Background: an optimization exercise with open tools, aiming at small area, a short achievable clock period and few clock cycles per item. Do not read the settings as production practice. Function was checked by simulation only, so behaviour that the tests miss may differ from the original.

==> inputs of cedar <==
// two_link_ik_pd_joint_control
module two_link_ik_pd_joint_control (
	input  logic               clk,
	input  logic               arst_n,
	input  logic               in_valid,
	output logic               in_stall,
	input  logic signed [15:0] shoulder_angle,
	input  logic signed [15:0] elbow_angle,
	output logic               out_valid,
	input  logic               out_stall,
	output logic signed [23:0] shoulder_torque,
	output logic signed [23:0] elbow_torque,
	output logic signed [15:0] shoulder_target,
	output logic signed [15:0] elbow_target,
	output logic               target_reachable,
	input  logic               cfg_valid,
	output logic               cfg_ready,
	input  logic [2:0]         cfg_index,
	input  logic [15:0]        cfg_data
);
Settings: LEC_CHECK=0, CAP_MARGIN=20, CORE_MARGIN=2, CORE_UTILIZATION=55, PLACE_DENSITY=0.65, SETUP_SLACK_MARGIN=5, SLEW_MARGIN=20, TNS_END_PERCENT=5; clock period 10.0 ns.
run.sh (not shown) runs the stock make flow with config.mk's settings and CLKGATE_MAP_FILE= SYNTH_SCRIPT=/design/flow/synth_recipe.tcl, a recipe that flattens the netlist after the stock synthesis.
==> inputs of pepper, as changes to cedar <==
--- a/flow/design.v
+++ b/flow/design.v
@@ -14,37 +14,52 @@
 	output logic               target_reachable,
 	input  logic               cfg_valid,
 	output logic               cfg_ready,
 	input  logic [2:0]         cfg_index,
 	input  logic [15:0]        cfg_data
 );
-	localparam int AW = 60;           
-	localparam int CW = 60;           
+	localparam int AW = 62;           
+	localparam int CW = 61;           
 	localparam logic signed [17:0] PI_Z = 18'sd25735;
-	function automatic logic [23:0] benc(input logic signed [15:0] y);
+	function automatic logic [12:0] atan_q13(input logic [3:0] i);
+		case (i)
+			4'd0:  atan_q13 = 13'd6433;
+			4'd1:  atan_q13 = 13'd3798;
+			4'd2:  atan_q13 = 13'd2006;
+			4'd3:  atan_q13 = 13'd1018;
+			4'd4:  atan_q13 = 13'd511;
+			4'd5:  atan_q13 = 13'd255;
+			4'd6:  atan_q13 = 13'd127;
+			4'd7:  atan_q13 = 13'd63;
+			4'd8:  atan_q13 = 13'd31;
+			4'd9:  atan_q13 = 13'd15;
+			4'd10: atan_q13 = 13'd7;
+			4'd11: atan_q13 = 13'd3;
+			4'd12: atan_q13 = 13'd1;
+			default: atan_q13 = 13'd0;
+		endcase
+	endfunction
+	function automatic logic signed [32:0] bmul(input logic signed [16:0] x, input logic signed [15:0] y);
 		logic [16:0] yy;
 		logic [2:0]  g;
-		yy = {y, 1'b0};
-		for (int i = 0; i < 8; i++) begin
-			g = yy[2*i +: 3];
-			benc[3*i+2] = g[2] & ~(g[1] & g[0]);
-			benc[3*i+1] = (g[1] ^ g[0]);
-			benc[3*i]   = (g == 3'b011) || (g == 3'b100);
-		end
-	endfunction
-	function automatic logic signed [32:0] bmul(input logic signed [16:0] x, input logic [23:0] e);
 		logic [17:0] mag;
 		logic        neg;
 		logic [32:0] rows [8];
 		logic [32:0] negs;
 		logic [32:0] sum;
+		yy   = {y, 1'b0};
 		negs = '0;
 		for (int i = 0; i < 8; i++) begin
-			neg = e[3*i+2];
-			mag = e[3*i+1] ? {x[16], x} : (e[3*i] ? {x, 1'b0} : 18'd0);
-			rows[i]   = 33'($signed(neg ? ~mag : mag)) << (2*i);
+			g   = yy[2*i +: 3];
+			neg = g[2] & ~(g[1] & g[0]);
+			case (g)
+				3'b001, 3'b010, 3'b101, 3'b110: mag = {x[16], x};
+				3'b011, 3'b100: mag = {x, 1'b0};
+				default: mag = '0;
+			endcase
+			rows[i]     = 33'($signed(neg ? ~mag : mag)) << (2*i);
 			negs[2*i] = neg;
 		end
 		sum  = rows[0] + rows[1] + rows[2] + rows[3] + rows[4] + rows[5] + rows[6] + rows[7] + negs;
 		bmul = $signed(sum);
 	endfunction
 	logic signed [15:0] px_q, py_q;
@@ -78,13 +93,13 @@
 	logic [4:0]         sc_q;        
 	logic               div_q, sqrt_q;
 	logic               ik_valid_q;
 	logic               ok_q;
 	logic signed [15:0] th1_q, th2_q;
 	logic signed [16:0] a1_q, a2_q;
-	logic [23:0]        b1_q, b2_q;    
+	logic signed [15:0] b1_q, b2_q;
 	logic signed [32:0] p1_q, p2_q;
 	logic               t1_v, t1_init, t1_den, t1_ts, t1_te;
 	logic               t2_v, t2_init, t2_den, t2_ts, t2_te;
 	logic [1:0]         t1_isel, t1_s1, t1_s2, t2_isel, t2_s1, t2_s2;
 	logic signed [AW-1:0] acc_q;
 	logic [29:0]        den_q;
@@ -97,27 +112,24 @@
 	assign k1_w = {qm_q, rt_q[25:11]};
 	logic signed [CW-1:0] xh_q;
 	logic signed [CW-1:0] cx_q, cy_q;
 	logic signed [17:0]   cz_q;
 	logic [3:0]           ci_q;
 	logic                 cl_q, crun_q, cfin_q, czero_q;
-	logic                 cdst_q;     
 	logic                 cpos_q;     
 	logic [1:0]           csrc_q;     
 	logic               tp_q;        
 	logic signed [15:0] ae_q, prev_s_q, prev_e_q;
 	logic signed [23:0] ts_q;
 	logic [1:0]         inflight_q;  
 	logic [1:0]         cnt_q;       
 	logic signed [23:0] ost_q, oet_q, q1s_q, q1e_q;
 	logic accept, take, land;
 	logic signed [15:0] th1_w;       
 	assign take     = (cnt_q != 2'd0) && !out_stall;
-	logic okA_q, okB_q, ik_valid_n;
-	logic [1:0] inflight_n, cnt_n;
-	assign in_stall = !(okA_q || (okB_q && !out_stall));
+	assign in_stall = !(ik_valid_q && !tp_q && (2'(inflight_q + cnt_q - 2'(take)) <= 2'd1));
 	assign accept   = in_valid && !in_stall;
 	logic signed [16:0] op_a1, op_a2;
 	logic signed [15:0] op_b1, op_b2;
 	logic               op_v, op_init, op_den;
 	logic [1:0]         op_isel, op_s1, op_s2;
 	logic [1:0]         kc;          
@@ -252,15 +264,15 @@
 	logic [DW-1:0] ds_r0, ds_d0, ds_x, ds_e0, ds_e1a, ds_e1b;
 	logic [DW-1:0] ds_diff0, ds_diff1a, ds_diff1b, ds_y, ds_rn;
 	logic [28:0]   ds_q2;
 	logic          ds_ge0, ds_ge1a, ds_ge1b;
 	always_comb begin
 		if (sqrt_q) begin
-			ds_r0  = DW'({rem_q[30:0], acc_q[55:54]});
+			ds_r0  = DW'({rem_q[30:0], acc_q[59:58]});
 			ds_d0  = DW'({rt_q, 2'b01});
-			ds_x   = DW'({rem_q[30:0], acc_q[55:52]});
+			ds_x   = DW'({rem_q[30:0], acc_q[59:56]});
 			ds_e0  = DW'({rt_q, 4'b0100});
 			ds_e1a = DW'({rt_q, 3'b101});
 			ds_e1b = DW'({rt_q, 3'b001});
 		end else begin
 			ds_r0  = DW'({rem_q[31:0], 1'b0});
 			ds_d0  = DW'(den_q);
@@ -272,13 +284,13 @@
 		ds_diff0  = ds_r0 - ds_d0;
 		ds_diff1a = ds_x - ds_e0 - ds_e1a;
 		ds_diff1b = ds_x - ds_e1b;
 		ds_ge0    = !ds_diff0[DW-1];
 		ds_ge1a   = !ds_diff1a[DW-1];
 		ds_ge1b   = !ds_diff1b[DW-1];
-		ds_y      = sqrt_q ? DW'({ds_diff0[30:0], acc_q[53:52]}) : DW'({ds_diff0[31:0], 1'b0});
+		ds_y      = sqrt_q ? DW'({ds_diff0[30:0], acc_q[57:56]}) : DW'({ds_diff0[31:0], 1'b0});
 		if (ds_ge0) begin
 			ds_rn = ds_ge1a ? ds_diff1a : ds_y;
 			ds_q2 = {(sqrt_q ? rt_q[26:0] : qm_q[26:0]), 1'b1, ds_ge1a};
 		end else begin
 			ds_rn = ds_ge1b ? ds_diff1b : ds_x;
 			ds_q2 = {(sqrt_q ? rt_q[26:0] : qm_q[26:0]), 1'b0, ds_ge1b};
@@ -290,13 +302,13 @@
 	assign den_w   = $signed({4'b0, den_q});
 	assign reach_w = (num_w < den_w);
 	assign clamp_w = (den_q == '0) || (num_w >= den_w) || (num_w <= -den_w);
 	logic signed [CW-1:0] sx_w, sy_w, xb, yb, xa, ya, cx_n, cy_n;
 	logic                 cpos, sneg, xinv, yinv, cy_nz;
 	logic signed [CW-1:0] yb_x;
-	logic signed [15:0]   cres;
+	logic signed [17:0]   cres, cz12;
 	always_comb begin
 		case (csrc_q)
 			2'd0: begin sx_w = $signed({1'b0, qm_q}); sy_w = $signed({1'b0, rt_q}); end
 			2'd1: begin sx_w = xh_q; sy_w = acc_q[CW-1:0]; end
 			default: begin sx_w = CW'(px_q); sy_w = CW'(py_q); end
 		endcase
@@ -310,65 +322,46 @@
 		yinv  = cl_q ? sneg : cpos;
 		cx_n  = xa + (xb ^ {CW{xinv}}) + CW'(xinv);
 		cy_n  = ya + (yb ^ {CW{yinv}}) + CW'(yinv);
 		yb_x  = yb ^ {CW{yinv}};
 		cy_nz = |((ya ^ yb_x) ^ {ya[CW-2:0] | yb_x[CW-2:0], yinv});
 	end
-	assign th1_w = (cfin_q && cdst_q) ? cres : th1_q;
-	function automatic logic signed [15:0] zclamp(input logic signed [17:0] z);
-		if (z > 18'sd25736)
-			zclamp = 16'sd25736;
-		else if (z < -18'sd25736)
-			zclamp = -16'sd25736;
+	assign th1_w = (cfin_q && csrc_q != 2'd0) ? 16'(cres) : th1_q;
+	always_comb begin
+		cz12 = cpos ? cz_q + 18'sd1 : cz_q - 18'sd1;
+		if (czero_q)
+			cres = '0;
+		else if (cz12 > 18'sd25736)
+			cres = 18'sd25736;
+		else if (cz12 < -18'sd25736)
+			cres = -18'sd25736;
 		else
-			zclamp = 16'(z);
-	endfunction
-	logic signed [17:0] cz_n;
-	logic signed [15:0] zp_q, zm_q;
-	logic [12:0] atan_w;
-	assign atan_w = (ci_q == 4'd0)  ? 13'd6433 :
-	                (ci_q == 4'd1)  ? 13'd3798 :
-	                (ci_q == 4'd2)  ? 13'd2006 :
-	                (ci_q == 4'd3)  ? 13'd1018 :
-	                (ci_q == 4'd4)  ? 13'd511  :
-	                (ci_q == 4'd5)  ? 13'd255  :
-	                (ci_q == 4'd6)  ? 13'd127  :
-	                (ci_q == 4'd7)  ? 13'd63   :
-	                (ci_q == 4'd8)  ? 13'd31   :
-	                (ci_q == 4'd9)  ? 13'd15   :
-	                (ci_q == 4'd10) ? 13'd7    :
-	                (ci_q == 4'd11) ? 13'd3    :
-	                (ci_q == 4'd12) ? 13'd1    : 13'd0;
-	assign cz_n = cl_q ? (sneg ? (sy_w[CW-1] ? -PI_Z : PI_Z) : '0)
-	                   : (cpos ? cz_q + $signed({5'b0, atan_w}) : cz_q - $signed({5'b0, atan_w}));
-	assign cres = czero_q ? '0 : (cpos ? zp_q : zm_q);
+			cres = cz12;
+	end
 	sstate_t    ss_n;
 	logic [4:0] sc_n;
 	always_comb begin
 		ss_n = ss_q;
 		sc_n = sc_q + 1'b1;
 		case (ss_q)
 			S_SQ: if (sc_q == 5'd5) begin
 				sc_n = '0;
 				ss_n = !reach_w ? S_IDLE : (clamp_w ? S_KXY : S_DIV);
 			end
 			S_DIV: if (sc_q == 5'd13) begin sc_n = '0; ss_n = S_MSQ; end
 			S_MSQ: if (sc_q == 5'd2) begin sc_n = '0; ss_n = S_SQRT; end
-			S_SQRT: if (sc_q == 5'd13) begin sc_n = '0; ss_n = S_KXY; end
-			S_KXY: if (sc_q == 5'd13) begin sc_n = '0; ss_n = S_IDLE; end
+			S_SQRT: if (sc_q == 5'd14) begin sc_n = '0; ss_n = S_KXY; end
+			S_KXY: if (sc_q == 5'd14) begin sc_n = '0; ss_n = S_IDLE; end
 			default: sc_n = '0;
 		endcase
 		if (ik_restart) begin
 			ss_n = S_SQ;
 			sc_n = '0;
 		end
 	end
 	assign land = t2_v && t2_te;
-	assign inflight_n = inflight_q + 2'(accept) - 2'(land);
-	assign cnt_n      = cnt_q - 2'(take) + 2'(land);
-	assign ik_valid_n = ik_restart ? 1'b0 : ((crun_q && ci_q == 4'd11 && cdst_q) ? 1'b1 : ik_valid_q);
 	always_ff @(posedge clk or negedge arst_n) begin
 		if (!arst_n) begin
 			ss_q        <= S_IDLE;
 			sc_q        <= '0;
 			div_q       <= 1'b0;
 			sqrt_q      <= 1'b0;
@@ -383,20 +376,17 @@
 			t1_te       <= 1'b0;
 			t2_te       <= 1'b0;
 			cl_q        <= 1'b0;
 			csrc_q      <= 2'd0;
 			crun_q      <= 1'b0;
 			cfin_q      <= 1'b0;
-			cdst_q      <= 1'b0;
 			tp_q        <= 1'b0;
 			prev_s_q    <= '0;
 			prev_e_q    <= '0;
 			inflight_q  <= '0;
 			cnt_q       <= '0;
-			okA_q       <= 1'b1;
-			okB_q       <= 1'b0;
 		end else begin
 			ss_q   <= ss_n;
 			sc_q   <= sc_n;
 			div_q  <= (ss_n == S_DIV);
 			sqrt_q <= (ss_n == S_SQRT);
 			cl_q   <= 1'b0;
@@ -414,27 +404,25 @@
 					end
 				end
 				if (ss_n == S_KXY && sc_n == 5'd0) begin
 					cl_q   <= 1'b1;
 					csrc_q <= 2'd0;
 				end
-				if (ss_q == S_KXY && sc_q == 5'd12) begin
+				if (ss_q == S_KXY && sc_q == 5'd13) begin
 					cl_q   <= 1'b1;
 					csrc_q <= 2'd1;
 				end
 				crun_q <= cl_q || (crun_q && ci_q != 4'd11);
 				cfin_q <= crun_q && ci_q == 4'd11;
-				if (crun_q && ci_q == 4'd11 && cdst_q)
+				if (crun_q && ci_q == 4'd11 && csrc_q != 2'd0)
 					ik_valid_q <= 1'b1;
-				if (cl_q)
-					cdst_q <= (csrc_q != 2'd0);
 				if (cfin_q) begin
-					if (cdst_q) begin
-						th1_q      <= cres;
+					if (csrc_q != 2'd0) begin
+						th1_q      <= 16'(cres);
 					end else begin
-						th2_q <= -cres;
+						th2_q <= -(16'(cres));
 					end
 				end
 			end
 			t1_v  <= op_v && !ik_restart;
 			t2_v  <= t1_v && !ik_restart;
 			t1_ts <= accept;
@@ -443,23 +431,21 @@
 			t2_te <= t1_te;
 			tp_q <= accept;
 			if (accept)
 				prev_s_q <= shoulder_angle;
 			if (tp_q)
 				prev_e_q <= ae_q;
-			inflight_q <= inflight_n;
-			cnt_q      <= cnt_n;
-			okA_q      <= ik_valid_n && !accept && (3'(inflight_n) + 3'(cnt_n) <= 3'd1);
-			okB_q      <= ik_valid_n && !accept && (3'(inflight_n) + 3'(cnt_n) == 3'd2) && (cnt_n != 2'd0);
+			inflight_q <= inflight_q + 2'(accept) - 2'(land);
+			cnt_q      <= cnt_q - 2'(take) + 2'(land);
 		end
 	end
 	always_ff @(posedge clk) begin
 		a1_q    <= op_a1;
-		b1_q    <= benc(op_b1);
+		b1_q    <= op_b1;
 		a2_q    <= op_a2;
-		b2_q    <= benc(op_b2);
+		b2_q    <= op_b2;
 		t1_init <= op_init;
 		t1_isel <= op_isel;
 		t1_s1   <= op_s1;
 		t1_s2   <= op_s2;
 		t1_den  <= op_den;
 		p1_q    <= bmul(a1_q, b1_q);
@@ -510,13 +496,12 @@
 			qm_q  <= ds_q2;
 		end else if (sqrt_q) begin
 			rem_q <= ds_rn[32:0];
 			rt_q  <= ds_q2;
 		end else if (ss_q == S_MSQ) begin
 			rem_q <= '0;
-			rt_q  <= 29'(qm_q == '0);
 		end
 		if (ss_q == S_KXY && sc_q == 5'd3) begin
 			rem_q       <= acc_q[43:11];
 			rt_q[10:0]  <= acc_q[10:0];
 		end
 		if (ss_q == S_KXY && sc_q == 5'd4) begin
@@ -525,18 +510,21 @@
 		end
 		if (ss_q == S_KXY && sc_q == 5'd10)
 			xh_q <= acc_q[CW-1:0];
 		cx_q   <= cx_n;
 		cy_q   <= cy_n;
 		cpos_q <= !cy_n[CW-1] && cy_nz;
-		ci_q <= cl_q ? '0 : ci_q + 1'b1;
-		cz_q <= cz_n;
-		zp_q <= zclamp(cz_n + 18'sd1);
-		zm_q <= zclamp(cz_n - 18'sd1);
-		if (cl_q)
-			czero_q <= (csrc_q != 2'd0) && (px_q == '0) && (py_q == '0);
+		if (cl_q) begin
+			ci_q <= '0;
+			cz_q <= sneg ? (sy_w[CW-1] ? -PI_Z : PI_Z) : '0;
+		end else begin
+			ci_q <= ci_q + 1'b1;
+			cz_q <= cpos ? cz_q + $signed({5'b0, atan_q13(ci_q)}) : cz_q - $signed({5'b0, atan_q13(ci_q)});
+		end
+		if (crun_q && ci_q == 4'd0)
+			czero_q <= (cx_q == '0) && (cy_q == '0);
 	end
 	assign cfg_ready        = 1'b1;
 	assign out_valid        = (cnt_q != 2'd0);
 	assign shoulder_torque  = ost_q;
 	assign elbow_torque     = oet_q;
 	assign shoulder_target  = th1_q;
- CORE_UTILIZATION: 55 -> 40
- PLACE_DENSITY: 0.65 -> default
- SETUP_SLACK_MARGIN: 5 -> 4.5
==> impl_metrics.yaml <==
synth:
  yosysSeqAreaShare_pct: 23.6
worst_setup_path:
  crit_path_top_delay_cell: "dfrtp_4"
  r2r_slack_ns: 3.95
outcome:
  outcome: "complete, no violations"
floorplan:
  core_area_sq_um: 220000
layout:
  nMultiInputCombCells: 8235
placement:
  dp_slack_ns: 2.95
(the above is from pepper)
==> impl_metrics.yaml <==
worst_setup_path:
  r2r_slack_ns: 4.11
  crit_path_top_delay_cell: "dfxtp_4"
layout:
  nMultiInputCombCells: 8078
floorplan:
  core_area_sq_um: 160000
synth:
  yosysSeqAreaShare_pct: 24.4
outcome:
  outcome: "complete, no violations"
(the above is from cedar)
Testbench counts of cedar, summed over its fixed seeds: cycles 13,516, items 1,271.
Testbench counts of pepper, summed over its fixed seeds: cycles 13,816, items 1,271.

afterwards: timing with drivers on the ports:
The results above use ideal ports. As a check the final layouts listed here were re-extracted and re-timed, cells and wires unchanged.
Step 1, drivers: a clkbuf_16 drives clk and a buf_2 each remaining input, both assumed.
Step 2 adds t to the input delays and takes it off the output delays; t is the mean of the earliest and latest rising clock arrival at the registers after step 1. Input paths then give back, and output paths get back, about the clock's delay inside the block.
Slacks: ideal ports / drivers / drivers and shift; pairs: ideal ports / drivers.
| run | t, ns | slack for setup (ns) | hold slack, ns | worst slew at a driven data input, ns | cell pins on the clock port's net |
|---|---|---|---|---|---|
| cedar | 0.851 | 4.106 / 4.106 / 3.443 | 0.334 / 0.334 / 0.334 | 0.11 | 1 |
| pepper | 0.864 | 3.954 / 3.954 / 3.915 | 0.328 / 0.328 / 0.328 | 0.14 | 1 |
After both steps setup and hold are still met in every run listed. For cedar, which loses most, drivers alone change the setup slack by 0.000 ns; drivers and shift together by -0.663 ns.
